This is an optimization exercise on Yosys and OpenROAD, whose aim is a short achievable clock period and few clock cycles, not a production implementation. Power is estimated from default activity; no workload was simulated.

Setup of lane 1:
Design riscvSingle, start of the top module:
module riscvSingle #(
    parameter logic [31:0] resetPc = 32'h0000_0000
) (
    input  wire logic        clk,
    input  wire logic        arstN,
    output logic [31:0]      pc,
    input  wire logic [31:0] instr,
    output logic [31:0]      memAddr,
    output logic [31:0]      memWriteData,
    output logic             memWrite,
    input  wire logic [31:0] memReadData
);
make LEC_CHECK=0 ABC_CLOCK_PERIOD_IN_PS=2500 CAP_MARGIN=20 CORE_MARGIN=2 CORE_UTILIZATION=50 SETUP_SLACK_MARGIN=5 SLEW_MARGIN=20 finish   # period 8.3 ns
run.sh (not shown) runs the stock make flow with config.mk's settings and CLKGATE_MAP_FILE= SYNTH_SCRIPT=/design/flow/synth_recipe.tcl, a recipe that flattens the netlist after the stock synthesis.
## Diff of input files: lane 2 against lane 1
--- a/flow/design.v
+++ b/flow/design.v
@@ -69,16 +69,16 @@
 `timescale 1ns/1ps
 `default_nettype none
 module regFile (
     input  wire logic            clk,
     input  wire logic [31:1]     we,
     input  wire logic [31:0]     wd,
-    input  wire logic [7:0]      lo1,
-    input  wire logic [7:0]      lo2,
-    output logic [3:0][31:0]     cand1,
-    output logic [3:0][31:0]     cand2
+    input  wire logic [3:0]      lo1,
+    input  wire logic [3:0]      lo2,
+    output logic [7:0][31:0]     cand1,
+    output logic [7:0][31:0]     cand2
 );
     logic [31:0] regs [1:31];
     always_ff @(posedge clk)
     begin
         for (int i = 1; i < 32; i++)
         begin
@@ -87,22 +87,22 @@
                 regs[i] <= wd;
             end
         end
     end
     always_comb
     begin
-        for (int g = 0; g < 4; g++)
+        for (int g = 0; g < 8; g++)
         begin
             cand1[g] = 32'd0;
             cand2[g] = 32'd0;
-            for (int j = 0; j < 8; j++)
+            for (int j = 0; j < 4; j++)
             begin
-                if (8 * g + j != 0)
+                if (4 * g + j != 0)
                 begin
-                    cand1[g] = cand1[g] | ({32{lo1[j]}} & regs[8*g+j]);
-                    cand2[g] = cand2[g] | ({32{lo2[j]}} & regs[8*g+j]);
+                    cand1[g] = cand1[g] | ({32{lo1[j]}} & regs[4*g+j]);
+                    cand2[g] = cand2[g] | ({32{lo2[j]}} & regs[4*g+j]);
                 end
             end
         end
     end
 endmodule
 `default_nettype wire
@@ -191,15 +191,15 @@
     logic        validD;
     logic [4:0]  rdD;
     logic        loadD, storeD, jalD, brD, useImmD, useRs1D, useRs2D, wrD;
     logic        selAddD, selSubD, selAndD, selOrD, selSltD;
     logic [31:0] immOpD, immTgtD, linkD, pcD;
     logic        takenD;
-    logic [7:0]       lo1F, lo2F;
-    logic [3:0][31:0] cand1F, cand2F, cand1D, cand2D;
-    logic [3:0]       sC1, sC2;
+    logic [3:0]       lo1F, lo2F;
+    logic [7:0][31:0] cand1F, cand2F, cand1D, cand2D;
+    logic [7:0]       sC1, sC2;
     logic             sMld1, sMld2, sMalu1, sMalu2, sW1, sW2, sX1, sX2;
     logic [31:0]      fwOld1, fwOld2;
     logic        fwE1D, fwE2D;
     logic        fwM1n, fwM2n, fwW1n, fwW2n, fwX1n, fwX2n;
     logic        fwE1n, fwE2n, inv1n;
     logic        p1Sum, n1Sum, p1And, n1And, p1Or, n1Or, p1Slt, n1Slt;
@@ -248,25 +248,25 @@
             linkD   <= pcPlus4F;
             pcD     <= pcF;
         end
     end
     always_comb
     begin
-        for (int j = 0; j < 8; j++)
+        for (int j = 0; j < 4; j++)
         begin
-            lo1F[j] = (instr[17:15] == 3'(j));
-            lo2F[j] = (instr[22:20] == 3'(j));
+            lo1F[j] = (instr[16:15] == 2'(j));
+            lo2F[j] = (instr[21:20] == 2'(j));
         end
     end
     always_comb
     begin
         fwOld1 = ({32{sMld1}} & readData) | ({32{sMalu1}} & resM) |
                  ({32{sW1}} & wbW) | ({32{sX1}} & wbX);
         fwOld2 = ({32{sMld2}} & readData) | ({32{sMalu2}} & resM) |
                  ({32{sW2}} & wbW) | ({32{sX2}} & wbX);
-        for (int g = 0; g < 4; g++)
+        for (int g = 0; g < 8; g++)
         begin
             fwOld1 = fwOld1 | ({32{sC1[g]}} & cand1D[g]);
             fwOld2 = fwOld2 | ({32{sC2[g]}} & cand2D[g]);
         end
     end
     assign fwE1n = validD & wrD & (rdD == instr[19:15]);
@@ -281,16 +281,16 @@
     always_ff @(posedge clk)
     begin
         if (!stall)
         begin
             cand1D <= cand1F;
             cand2D <= cand2F;
-            for (int g = 0; g < 4; g++)
+            for (int g = 0; g < 8; g++)
             begin
-                sC1[g] <= (instr[19:18] == 2'(g)) & ~(fwM1n | fwW1n | fwX1n);
-                sC2[g] <= (instr[24:23] == 2'(g)) & ~(fwM2n | fwW2n | fwX2n);
+                sC1[g] <= (instr[19:17] == 3'(g)) & ~(fwM1n | fwW1n | fwX1n);
+                sC2[g] <= (instr[24:22] == 3'(g)) & ~(fwM2n | fwW2n | fwX2n);
             end
             sMld1  <= fwM1n & loadE;
             sMld2  <= fwM2n & loadE;
             sMalu1 <= fwM1n & ~loadE;
             sMalu2 <= fwM2n & ~loadE;
             sW1    <= fwW1n & ~fwM1n;
@@ -314,14 +314,14 @@
             q2Slt  <= fwE2n & selSltD;
         end
         else
         begin
             cand1D[0] <= fwOld1;
             cand2D[0] <= fwOld2;
-            sC1       <= {3'b000, ~fwE1D};
-            sC2       <= {3'b000, ~fwE2D};
+            sC1       <= {7'd0, ~fwE1D};
+            sC2       <= {7'd0, ~fwE2D};
             sMld1     <= fwE1D & loadE;
             sMld2     <= fwE2D & loadE;
             sMalu1    <= fwE1D & ~loadE;
             sMalu2    <= fwE2D & ~loadE;
             sW1       <= 1'b0;
             sW2       <= 1'b0;
@@ -434,20 +434,32 @@
         else
         begin
             storeM <= validE & storeE;
             wrM    <= validE & wrE;
         end
     end
+    logic [31:0] addrNext, addrM;
+    always_comb
+    begin
+        case (1'b1)
+            selSubE: addrNext = ~sumE;
+            selAndE: addrNext = andE;
+            selOrE:  addrNext = orE;
+            selSltE: addrNext = {31'd0, ltE};
+            default: addrNext = sumE;
+        endcase
+    end
     always_ff @(posedge clk)
     begin
+        addrM   <= addrNext;
         resM    <= aluRes;
         stDataM <= stDataE;
         loadM   <= loadE;
         rdM     <= rdE;
     end
-    assign memAddr      = resM;
+    assign memAddr      = addrM;
     assign memWriteData = stDataM;
     assign memWrite     = storeM;
     always_ff @(posedge clk or negedge arstN)
     begin
         if (!arstN)
         begin
==> comparison <==
In the tables for lane 2 and lane 1, netlist area before placement reads lower with lane 1. On lane 2: share of total power in combinational logic is 0.2 points lower than what lane 1 gave. When lane 2 is set beside lane 1, its fraction of final layout cells sized beyond drive strength 1 turns out to be 9.9 points larger. Critical path endpoint: dPath.aE[30] -> lane 2, dPath.cand2D[96] -> lane 1. Going from lane 1 to lane 2, the buffer count from post-CTS setup fixing was found to have gone up by about 45%. The sequential cell area fraction in the yosys report in lane 2 sits 0.64 points above the value recorded for lane 1. Number of buffers added by the clock tree synthesis step | lane 2 above lane 1. Setup slack in lane 2 is smaller than in lane 1. Going from lane 1 to lane 2, layout filler cell count now larger; total power went up by 3.6 mW.
Function was not checked in any run of this note: the RTL went through the layout flow alone.

-- static timing again, ports no longer ideal --
How much do the figures lean on ideal ports? The routed layouts below were timed once more, with nothing changed but the port constraints. Step 1: set_driving_cell puts a clkbuf_16 on clk and a buf_2 on each other input, an assumption about the parent block. Step 2 also shifts input and output timing later by t, the mid clock arrival at the registers, as if the neighbouring blocks saw the same clock. a / b / c = ideal / step 1 / step 2; a / b = the first two.
| run | shift t [ns] | slack for setup (ns) | worst setup path after step 2 | clock arrival spread, ns | cell pins on the clock port's net |
|---|---|---|---|---|---|
| lane 1 | 0.900 | 4.951 / 4.901 / 4.096 | input to register | 0.038 / 0.038 | 1 |
| lane 2 | 0.937 | 4.933 / 4.949 / 4.057 | input to register | 0.050 / 0.050 | 1 |
After both steps setup and hold are still met in every run listed. For lane 2, which loses most, drivers alone change the setup slack by +0.016 ns; drivers and shift together by -0.876 ns.
